Background: an optimization exercise with open tools, aiming at small area, a short achievable clock period and few clock cycles per item. Do not read the settings as production practice. Function was checked by simulation only, so behaviour that the tests miss may differ from the original.

==> flow/design.v <==
package chacha_pkg;
    localparam int CHACHA_ROUNDS    = 20;
    localparam int CHACHA_REQ_DEPTH = 2;
    localparam int CHACHA_BLK_DEPTH = 2;   
    localparam logic [31:0] CHACHA_CONST0 = 32'h61707865;
    localparam logic [31:0] CHACHA_CONST1 = 32'h3320646e;
    localparam logic [31:0] CHACHA_CONST2 = 32'h79622d32;
    localparam logic [31:0] CHACHA_CONST3 = 32'h6b206574;
    typedef logic [31:0] word_t;
    typedef word_t [15:0] chacha_state_t;
    typedef struct packed {
        logic [255:0] key;
        logic [31:0]  counter;
        logic [95:0]  nonce;
    } chacha_req_t;
    typedef logic [511:0] block_t;
endpackage
`timescale 1ns/1ps
module add32 (
    input  logic [31:0] a,
    input  logic [31:0] b,
    output logic [31:0] s
);
  logic [31:0] g [0:5];
  logic [31:0] p [0:5];
  always_comb begin
    g[0] = a & b; p[0] = a ^ b;
    for (int l = 0; l < 5; l++) begin
      for (int i = 0; i < 32; i++) begin
        if (i[l]) begin
          g[l+1][i] = g[l][i] | (p[l][i] & g[l][((i >> l) << l) - 1]);
          p[l+1][i] = p[l][i] & p[l][((i >> l) << l) - 1];
        end else begin
          g[l+1][i] = g[l][i]; p[l+1][i] = p[l][i];
        end
      end
    end
    s[0] = p[0][0];
    for (int i = 1; i < 32; i++) s[i] = p[0][i] ^ g[5][i-1];
  end
endmodule
`timescale 1ns/1ps
import chacha_pkg::*;
module chacha_top (
    input  logic        clk,
    input  logic        rst_n,
    input  logic        req_valid,
    output logic        req_ready,
    input  logic [383:0] req,   
    output logic        ks_valid,
    output logic [31:0]       ks_word,
    input  logic        ks_ready
);
    localparam logic [4:0] LAST = 5'd19;    
    localparam logic [4:0] GAP = 5'd17;
    function automatic logic [31:0] rotl(input logic [31:0] x, input int n);
        rotl = (x << n) | (x >> (32 - n));
    endfunction
    function automatic logic [31:0] in_word(input logic [383:0] r, input int w);
        if (w < 12)       in_word = r[128 + 32*(w - 4) +: 32];
        else if (w == 12) in_word = r[96 +: 32];
        else              in_word = r[32*(w - 13) +: 32];
    endfunction
    logic [15:0][31:0] r1, r2, s1, s2, init1, ob_in;
    logic [383:0]      i1, i2, i1_d;
    logic              b1, b2, b1_d;            
    logic [4:0]        n1, n2, n1_d;            
    logic [1:0]        t1, t2, t1_d;            
    logic [1:0]        next_in, next_out, next_out_d;
    logic [4:0]        since, since_d;
    logic              fin2, can_xfer, free2, accept, ob_valid_d;
    logic [15:0][31:0] ob;        
    logic [383:0]      ib;        
    logic              ob_valid;
    logic [3:0]        ob_idx, ob_head;
    logic              take, load;
    for (genvar i = 0; i < 4; i++) begin : g_s1
        logic [31:0] a, b, c, d;
        add32 add_a (.a(r1[i]), .b(r1[4 + i]), .s(a));
        assign d = rotl(r1[12 + i] ^ a, 16);
        add32 add_c (.a(r1[8 + i]), .b(d), .s(c));
        assign b = rotl(r1[4 + i] ^ c, 12);
        assign s1[i] = a;
        assign s1[4 + i] = b;
        assign s1[8 + i] = c;
        assign s1[12 + i] = d;
    end
    for (genvar i = 0; i < 4; i++) begin : g_s2
        logic [31:0] a, b, c, d;
        add32 add_a (.a(r2[i]), .b(r2[4 + i]), .s(a));
        assign d = rotl(r2[12 + i] ^ a, 8);
        add32 add_c (.a(r2[8 + i]), .b(d), .s(c));
        assign b = rotl(r2[4 + i] ^ c, 7);
        assign s2[(4 - i) % 4] = a;
        assign s2[4 + (5 - i) % 4] = b;
        assign s2[8 + (6 - i) % 4] = c;
        assign s2[12 + (7 - i) % 4] = d;
    end
    assign i1_d = free2 ? req : i2;
    always_comb begin
        init1[0] = CHACHA_CONST0;
        init1[1] = CHACHA_CONST1;
        init1[2] = CHACHA_CONST2;
        init1[3] = CHACHA_CONST3;
        for (int w = 4; w < 16; w++) init1[w] = in_word(i1_d, w);
    end
    always_comb begin
        ob_in[0] = CHACHA_CONST0;
        ob_in[1] = CHACHA_CONST1;
        ob_in[2] = CHACHA_CONST2;
        ob_in[3] = CHACHA_CONST3;
        for (int w = 4; w < 16; w++) ob_in[w] = in_word(ib, w);
    end
    assign fin2     = b2 && (n2 == LAST);
    assign can_xfer = fin2 && !ob_valid && (t2 == next_out);
    assign free2    = !b2 || can_xfer;
    assign accept   = req_valid && req_ready;
    always_comb begin
        b1_d = (b2 && !can_xfer) || accept;
        n1_d = (b2 && !fin2) ? n2 + 1'b1 : 5'd0;
        t1_d = free2 ? next_in : t2;
        next_out_d = next_out + can_xfer;
        since_d = accept ? 5'd1 : (since == 5'd31) ? since : since + 1'b1;
    end
    always_ff @(posedge clk) begin
        r2 <= s1;
        i2 <= i1;
        n2 <= n1;
        t2 <= t1;
        r1 <= (b2 && !fin2) ? s2 : init1;
        i1 <= i1_d;
        n1 <= n1_d;
        t1 <= t1_d;
    end
    always_ff @(posedge clk or negedge rst_n) begin
        if (!rst_n) begin
            b1        <= 1'b0;
            b2        <= 1'b0;
            next_in   <= '0;
            next_out  <= '0;
            since     <= 5'd31;
            req_ready <= 1'b1;
        end else begin
            b1 <= b1_d;
            b2 <= b1;
            if (accept) next_in <= next_in + 1'b1;
            next_out <= next_out_d;
            since <= since_d;
            req_ready <= (!b1 || (n1 == LAST && !ob_valid_d && t1 == next_out_d))
                         && (since_d >= GAP);
        end
    end
    assign take = !ks_valid || ks_ready;
    assign load = take && ob_valid && (ob_head == ob_idx);
    assign ob_valid_d = can_xfer || (ob_valid && !(load && ob_idx == 4'd15));
    always_ff @(posedge clk) begin
        if (can_xfer) begin
            ob <= s2;
            ib <= i2;
        end else begin
            ob <= {ob[0], ob[15:1]};
        end
        if (load) ks_word <= ob[0] + ob_in[ob_idx];   
    end
    always_ff @(posedge clk or negedge rst_n) begin
        if (!rst_n) begin
            ob_valid <= 1'b0;
            ob_idx   <= '0;
            ob_head  <= '0;
            ks_valid <= 1'b0;
        end else begin
            ob_valid <= ob_valid_d;
            ob_head  <= can_xfer ? 4'd0 : ob_head + 1'b1;
            if (can_xfer) ob_idx <= '0;
            else if (load) ob_idx <= ob_idx + 1'b1;
            if (take) ks_valid <= load;
        end
    end
endmodule
==> flow/flow/run.sh <==
#!/bin/bash
set -euo pipefail
bash standard.sh SETUP_SLACK_MARGIN=8 \
    "BUFFER_PORTS_ARGS=-buffer_cell sky130_fd_sc_hd__buf_1" \
    finish > standard.log 2>&1
==> flow/standard.sh <==
#!/bin/bash
# synth_recipe.tcl (not shown) runs the flow's synth.tcl, then flattens the netlist and writes it again
# the make line also repeats each setting of config.mk as NAME=value (left out here)
make -C /OpenROAD-flow-scripts/flow DESIGN_CONFIG=/design/flow/config.mk WORK_HOME=/design/flow/orfs CLKGATE_MAP_FILE= SYNTH_SCRIPT=/design/flow/synth_recipe.tcl "${@:-finish}"
==> flow/config.mk <==
export PLATFORM = sky130hd
export DESIGN_NAME = chacha_top
export DESIGN_NICKNAME = chacha_top
export VERILOG_FILES = /design/flow/design.v
export SDC_FILE = /design/flow/constraint.sdc
export NUM_CORES = 4
export LEC_CHECK = 0
export CAP_MARGIN = 40
export CORE_MARGIN = 2
export CORE_UTILIZATION = 55
export CTS_CLUSTER_DIAMETER = 85
export CTS_CLUSTER_SIZE = 24
export PLACE_DENSITY = 0.65
export SLEW_MARGIN = 40
==> flow/constraint.sdc <==
create_clock -name core_clock -period 14.0 [get_ports {clk}]
set_input_delay 2.8000 -clock core_clock [delete_from_list [all_inputs] [get_ports {clk}]]
set_output_delay 2.8000 -clock core_clock [all_outputs]
set_load 0.01 [all_outputs]
==> run summary, run 1 <==
- The run finished with no timing, DRC or antenna violations.
- The tool flagged a number of max-cap violations equal to 0.
- Setup slack on the critical path of the routed design comes to 7.50 ns.
- Across the whole layout, storage elements account for 0.0595 mm^2.
- In the global route stage, overall resource usage came out at 0.558.
- The final weighted congestion of routability-driven global placement is around 1.2.
- The clock insertion delay at the later pin of the skew report is 0.92 ns.
- Adding up every negative setup slack in the final design gives 0 ns.
- Hold repair after CTS inserted 0 buffers.
- The Yosys step of the flow raised 4 warnings.
- The detail-routed via count per cell is around 6.6.
- After legalization and detailed placement, the total HPWL measured 445000 um.
- Summed over all instances, the cell type with the most area after synthesis is dfxtp_1.
- The count of input and output buffers is between 400 and 500.
- Global routing finished with a remaining overflow of 0.
- TritonCTS built the clock tree.
- In the final layout, the share of cells above drive strength 1 is 0.175.
- The required time at the worst-slack endpoint is 14.76 ns.
- The signal on the critical path passes through ha_4 -> inv_2 -> fa_2 -> nor2b_2 -> o31a_1 -> o21ai_4 -> a21oi_2 -> or3_4 -> a21o_4 -> fa_2 -> xor2_2 -> ha_2 -> fa_2 -> a211o_1 -> a211oi_2 -> o211ai_1 -> and3b_2 -> o211ai_2 -> a21oi_4 -> o41a_1 -> a31oi_2 -> xnor2_2 -> xor2_2.
- Row generation in the floorplan step produced 159 rows.
- Derived from the worst setup path, the maximum achievable clock frequency is 0.154 GHz.
- The delay of the slowest cell on the worst path is 0.68 ns.
- The initial antenna violation count was 171.
- In this run the vertical extent of the chip is 438 um.
- The clock period could shrink to 6.50 ns.
- 422 I/O pins were placed.
- The cell with the most instances on the worst path is fa_2.
- The post-synthesis cell type count is around 100.
- Once detail routing completed, the nets flagged for antenna violations numbered 0.
- Among all stages on the critical path, the largest delay is contributed by fa_2.
- The maximum number of pins on one net before global-route repair is around 200.
- The critical path is of the reg2reg type.
- The number of design-rule violations left by the first detailed-router iteration is ~14000.
- Counting flops and latches in the post-synthesis netlist gives 2756.
- Fill cells in the final layout number 14200.
- The via count is around 80000.
- The met3 demand-to-capacity share in global routing is 0.261.
- The most instantiated flip-flop cell in the synthesis netlist is dfxtp_1.
- The core outline area is 0.188 mm^2.
- The final count of pins violating max slew is 0.
- The critical-path maximum fanout is 3.
- The slew at the pin closest to its max-slew limit is 1.06 ns.
- The clock tree synthesis step divided the H-tree into 4 levels.
- In the global route stage, met1 resource usage came out at 0.649.
- The die span in x is 438 um.
- By area the synthesized netlist is led by dfxtp_1 45%, edfxtp_1 12%, ha_1 6.3%.
- Of the available clock period, the critical path in the final layout requires 0.464.
- Across all register-to-register paths, the minimum setup slack is 7.50 ns.
- The post-synthesis net count is 10100.
- The number of nets in the layout is 10700.
- The area occupied by multi-input gates is 0.0468 mm^2.
- After technology mapping, the gate count stands at 9106.
- The clock arrives with between 0.04 and 0.05 ns of skew.
- The first global-routing pass estimated 692000 um of wire.
- Headroom to the max-slew limit came out at 0.291.
- At the worst endpoint, the arrival time is 7.26 ns.
- The kind of cell with the highest combined delay along the critical path is compound AO/OA/AOI/OAI gates.
- The proportion of netlist area held by the largest area contributor is 0.447.
- The buffers plus inverters on the worst setup path is 1.
- The cell area after synthesis is 0.104 mm^2.
- The worst hold path belongs to the class reg2reg.
- The number of buffers on the longest clock path is 3.
- The total wire length after detailed routing is 549000 um.
- The die area is 0.192 mm^2.
- The clock edge transition at the registers on the reported setup and hold paths is approximately 0.10 ns.
- The number of global-route vias before repair came to 73600.
- The CTS sink count is 2756.
- The worst setup path is captured at a register.
- The layer with the highest usage is met2.
- The number of endpoints with negative hold slack in the final report is 0.
- The first detailed-routing pass took 7 iterations.
- After synthesis, the share of flip-flops with an asynchronous set or reset is 0.00798.
- The worst setup path is launched from a register.
- The area added between synthesis and finish is 15.2%.
- The effective utilization at floorplan is 0.553.
- The average wire per cell in the routed design is 44.2 um.
- The tree is rooted in a clkbuf_16.
- The TritonCTS buffer count is 145.
- The synthesized design contains roughly 420 enable-type register cells.
- Setup repair after global routing could not meet its margin everywhere.
- The met2 demand-to-capacity share in global routing is 0.734.
- Averaged over all synthesized cells, the footprint is 11.4 um^2.
- The setup slack after placement is about 6.5 ns.
- The final-report setup violation count is 0.
- The DRC violation count after routing is 0.
- The fraction of the yosys area taken by sequential cells is 0.573.
[path summary, 6_finish.rpt]
path | end | cells after the start | start
max | r2[171] | 23 | r1[160]
min | i2[13] | 0 | i1[13]
max reg2reg | r2[171] | 23 | r1[160]
min reg2reg | i2[13] | 0 | i1[13]
max in group asynchronous | since[1] | 2 | rst_n
min in group asynchronous | ks_valid | 2 | rst_n
[cell usage in the layout (no fill, tap or decap), drive strengths merged, types with 207 or more instances in the layout]
| cell type | count |
|---|---|
| a21oi | 450 |
| buf | 725 |
| clkbuf | 207 |
| dfxtp | 2318 |
| edfxtp | 416 |
| ha | 522 |
| inv | 240 |
| mux2 | 431 |
| nand2 | 1082 |
| nor2 | 965 |
| o21ai | 412 |
| xnor2 | 457 |
| xor2 | 483 |
[stage by stage]
step | area [um^2] | util | instances | hold WS [ns]
after floorplan | 104000 | - | 9106 | 0.310
after global placement | 109000 | 0.580 | 11900 | 0.309
after detailed placement | 110000 | 0.585 | 11900 | 0.312
after CTS | 117000 | 0.625 | 12200 | 0.317
after global routing | 119000 | 0.636 | 12300 | 0.326
final | 120000 | 0.638 | 12400 | 0.314
[cell type report]
| cell class | instances | share of cell area |
|---|---|---|
| repair buffers | 725 | 0.0358 |
| clock inverters | 51 | 0.00650 |
| inverters | 217 | 0.00687 |
| clock buffers | 207 | 0.0333 |
| flip-flops and latches | 2756 | 0.497 |
| well taps | 2495 | 0.0261 |
| diodes | 134 | 0.00280 |
| multi-input cells | 5845 | 0.391 |
[cell usage after synthesis, drive strengths merged (101+ instances only)]
library cell	n
ha	522
xnor2	457
edfxtp	416
inv	217
mux4	101
a21o	157
xor2	483
nor2	965
clkbuf	220
o21ai	412
a21oi	450
mux2	431
dfxtp	2318
nand2	1082
[registers in the layout, indices dropped and copies added (netlist names), 4 cells and up]
| register | flops |
|---|---|
| ob | 512 |
| r1 | 512 |
| r2 | 512 |
| i1 | 384 |
| i2 | 384 |
| ib | 384 |
| ks_word | 32 |
| n1 | 5 |
| n2 | 5 |
| since | 5 |
| ob_head | 4 |
| ob_idx | 4 |
[repair_timing]
action                                  in CTS  in global routing
endpoints found under the setup margin     539                336
pin swaps                                  114                107
setup buffers                               83                 60
gates resized for setup                    358                214
cloned                                       0                  0
[routing by layer]
layer | vias up | wire length [um]
li1 | 32000 | -
met4 | 38 | 68700
met3 | 2033 | 86200
met2 | 7829 | 210000
met1 | 39600 | 183000
met5 | - | 535
[kinds of logic (layout without fill, tap and decap cells)]
logic type,after synthesis,count (layout),share of synthesized area
mux,553,553,0.0707
flops,2756,2756,0.573
buf+inv,505,1200,0.0188
xor+xnor,969,969,0.0861
compound gates,1348,1348,0.0798
simple gates,2372,2372,0.0935
other cells,0,134,0
fa+ha+maj,603,603,0.0785
Testbench counts, summed over its fixed seeds: cycles 2,700, blocks 128.
==> run 2: changes to the inputs <==
--- a/flow/config.mk
+++ b/flow/config.mk
@@ -10,5 +10,5 @@
 export CORE_UTILIZATION = 55
-export CTS_CLUSTER_DIAMETER = 85
-export CTS_CLUSTER_SIZE = 24
-export PLACE_DENSITY = 0.65
+export CTS_CLUSTER_DIAMETER = 90
+export CTS_CLUSTER_SIZE = 26
+export PLACE_DENSITY = 0.7
 export SLEW_MARGIN = 40
==> run 2 against run 1 <==
  * Clock-buffer cell count fell by 15
  * Synthesized area is the same
  * Still clean
  * Clock skew up 0.0021 ns
  * Routed wire length shrank 0.56%
  * Register-to-register slack improved by 0.27 ns
==> run summary, run 2 <==
- The flow ran to the end and the layout has no timing, DRC or antenna violations.
- In this design, the largest share of critical-path delay is due to compound AO/OA/AOI/OAI gates.
- The initial antenna violation count is 144.
- The final count of pins violating max slew is 0.
- The ratio of cells with drive above 1 in the final layout is 0.172.
- In this run, synthesis inferred around 420 flip-flops with an integrated enable.
- The die covers 0.192 mm^2.
- After detailed routing, the number of vias per cell comes to 6.50.
- The via count is 80800.
- The vertical extent of the die is ~440 um.
- The required time at the worst-slack endpoint is 14.72 ns.
- The total wire length after detailed routing is 546000 um.
- The post-route non-filler standard cell count is 12400.
- The largest registers in the layout are ob x512, r1 x512, r2 x512.
- Across every metal layer, demand over resource in global routing totals 0.556.
- The root buffer cell chosen for the clock tree is clkbuf_16.
- Setup repair after global routing could not meet its margin everywhere.
- The delay of the slowest cell on the worst path is 0.76 ns.
- The first global-routing pass estimated between 600000 and 700000 um of wire.
- STA classifies the critical path startpoint as a register.
- The highest-delay cell along the critical path is xor2_1.
- Leaving out fill and tap cells, the most frequent cell in the layout is dfxtp_1.
- The DRC violation count after routing is 0.
- The first TritonRoute pass finished after 7 iterations.
- The critical-path maximum fanout is 6.
- The clock tree from TritonCTS is built.
- 422 I/O pins were placed.
- The most instantiated flip-flop cell in the synthesis netlist is dfxtp_1.
- At the worst endpoint, the arrival time is 6.95 ns.
- The commonest cells after synthesis are 2318 x dfxtp_1, 1081 x nand2_1, 964 x nor2_1.
- The TritonCTS buffer count is 132.
- The fraction of the yosys area taken by sequential cells is 0.573.
- The die span in x is 438 um.
- After global routing the overflow that remains totals 0.
- The effective utilization at floorplan is 0.553.
- The number of buffers and inverters on the critical path is 3.
- The clock insertion delay at the later pin of the skew report is 0.92 ns.
- The synthesized netlist occupies a cell area of 0.104 mm^2.
- By area the synthesized netlist is led by dfxtp_1 45%, edfxtp_1 12%, ha_1 6.3%.
- At the end of routability-driven placement, the weighted congestion stood at 1.26.
- The core outline area is ~0.19 mm^2.
- The CTS sink count is 2756.
- The number of core rows is 159.
- The final-report setup violation count is 0.
- Once placement completed, the tool counted placed cells totaling 11900.
- The class of the most critical setup path is reg2reg.
- Synthesis inferred between 2000 and 3000 register bits.
- The share of the clock period used by the worst path is 0.445.
- In this run the deepest clock path goes through 3 buffers.
- In this run the tightest slew margin relative to its limit is 0.272.
- After clock tree synthesis, the clock-pin slew on the worst setup and hold paths is 0.11 ns.
- The maximum clock rate is roughly 0.16 GHz.
- At the pin with the least slew margin, the transition time is 1.09 ns.
- At the end of the flow, the number of nets in the layout was roughly 11000.
- The worst setup path is captured at a register.
- Across the routed clock network, the largest skew measured is 0.0470 ns.
- Synthesis instantiated 98 different standard cells from the library.
- Max-cap violations in this run came to 0.
- The top cell types in the final layout, fill and taps aside, are 2291 x dfxtp_1, 1077 x nand2_1, 888 x nor2_1.
- Setup total negative slack on the finished layout was measured at 0 ns.
- The share of async-settable or async-resettable flops after synthesis is 0.00798.
- The post-synthesis net count is 10100.
- Once detail routing completed, the nets flagged for antenna violations numbered 0.
- Counting every instance in the synthesized netlist gives slightly above 9000.
- The largest area contributor in the netlist is dfxtp_1.
- Of the post-synthesis cell area, the dominant cell type holds 0.447.
- The mean instance size in the synthesized netlist is 11.4 um^2.
- The signal on the critical path passes through ha_1 -> inv_1 -> fa_2 -> nor2b_4 -> buf_4 -> o21a_1 -> nor2_1 -> fa_1 -> xor2_1 -> xnor2_1 -> ha_1 -> a21o_1 -> a21o_1 -> a21oi_1 -> nor2_1 -> a211oi_1 -> o21ai_4 -> buf_12 -> a221o_1 -> xnor2_2 -> a21oi_1.
- The number of global-route vias before repair is approximately 74000.
- Once detailed placement completed, the half-perimeter wirelength came to 448000 um.
- Entering global routing, the biggest net connects 171 pins.
- The dominant cell by count in the synthesized netlist is dfxtp_1.
- Yosys printed 4 warnings.
- Port buffering added around 420 buffers.
- The share of the core filled with cells in the final layout is 0.634.
- The area added between synthesis and finish is 14.6%.
- The minimum period implied by the final worst setup slack is 6.23 ns.
- In the final routed layout, each cell accounts on average for 44.0 um.
- The number of endpoints with negative hold slack in the final report came to 0.
- The number of design-rule violations left by the first detailed-router iteration is 14400.
- CTS built an H-tree with a depth of 4.
- The worst min-delay path class is reg2reg.
-- run 2: final timing paths --
kind | startpoint | endpoint | slack, ns | cells after the start
setup / recovery | r2[128] | r1[345] | 7.77 | 21
hold / removal | i1[242] | i2[242] | 0.32 | 0
setup reg to reg | r2[128] | r1[345] | 7.77 | 21
hold reg to reg | i1[242] | i2[242] | 0.32 | 0
max in group asynchronous | rst_n | since[2] | 11.77 | 2
min in group asynchronous | rst_n | ks_valid | 1.89 | 2
-- run 2: final cells by class --
class	instances	area (um^2)
Fill cell	14600	68600
Sequential cell	2756	59500
Clock buffer	192	3710
Antenna cell	144	360
Timing Repair Buffer	735	4250
Clock inverter	34	485
Inverter	217	822
Multi-Input combinational cell	5845	46800
Tap cell	2495	3120
-- run 2: logic make-up after synthesis --
logic type | count (synthesis) | share of synthesized area
and+or+nand+nor | 2372 | 0.0935
muxes | 553 | 0.0707
AOI/OAI and AO/OA | 1348 | 0.0798
adders and majority gates | 603 | 0.0785
buffers and inverters | 505 | 0.0188
xor gates and xnor gates | 969 | 0.0861
DFF | 2756 | 0.573
-- run 2: per-layer routing --
metal  vias to the layer above  GRT usage  part of all wire
met2                      7455      0.732              0.38
met4                        38      0.573              0.13
met5                         -   0.000248           0.00047
met1                     39300      0.648              0.33
met3                      1923      0.250              0.16
li1                      32000          -                 -
-- run 2: stage by stage --
stage	hold slack, ns	setup slack, ns	instance area [um^2]
after floorplan	0.310	8.03	104000
after global placement	0.310	6.26	109000
after detailed placement	0.312	6.48	110000
after CTS	0.329	7.89	117000
after global routing	0.331	7.78	119000
final	0.321	7.77	119000
-- run 2: timing repair --
| action | CTS | global route |
|---|---|---|
| setup buffers | 99 | 83 |
| pin swaps | 104 | 153 |
| hold buffers | 0 | 0 |
| gates cloned | 0 | 0 |
| setup endpoints to repair | 564 | 327 |
| resized for setup | 310 | 220 |

## port drivers added, routing unchanged
No port has a modelled driver above. Below, the same layouts with a new extraction and two added sets of constraints.
Step 1: set_driving_cell puts a clkbuf_16 on clk and a buf_2 on each other input, an assumption about the parent block.
Step 2, shift: input delay + t, output delay - t, t = (earliest + latest rising clock arrival at the registers) / 2. This alone moves slack from input paths to output paths.
Three values: ideal ports, drivers, drivers and shift; two values: the first two.
run	shift t [ns]	setup slack, ns	pins driven straight from the clock port
run 1	0.996	7.499 / 7.499 / 7.499	1
run 2	0.993	7.772 / 7.772 / 7.772	1
After both steps every run listed still meets setup and hold.
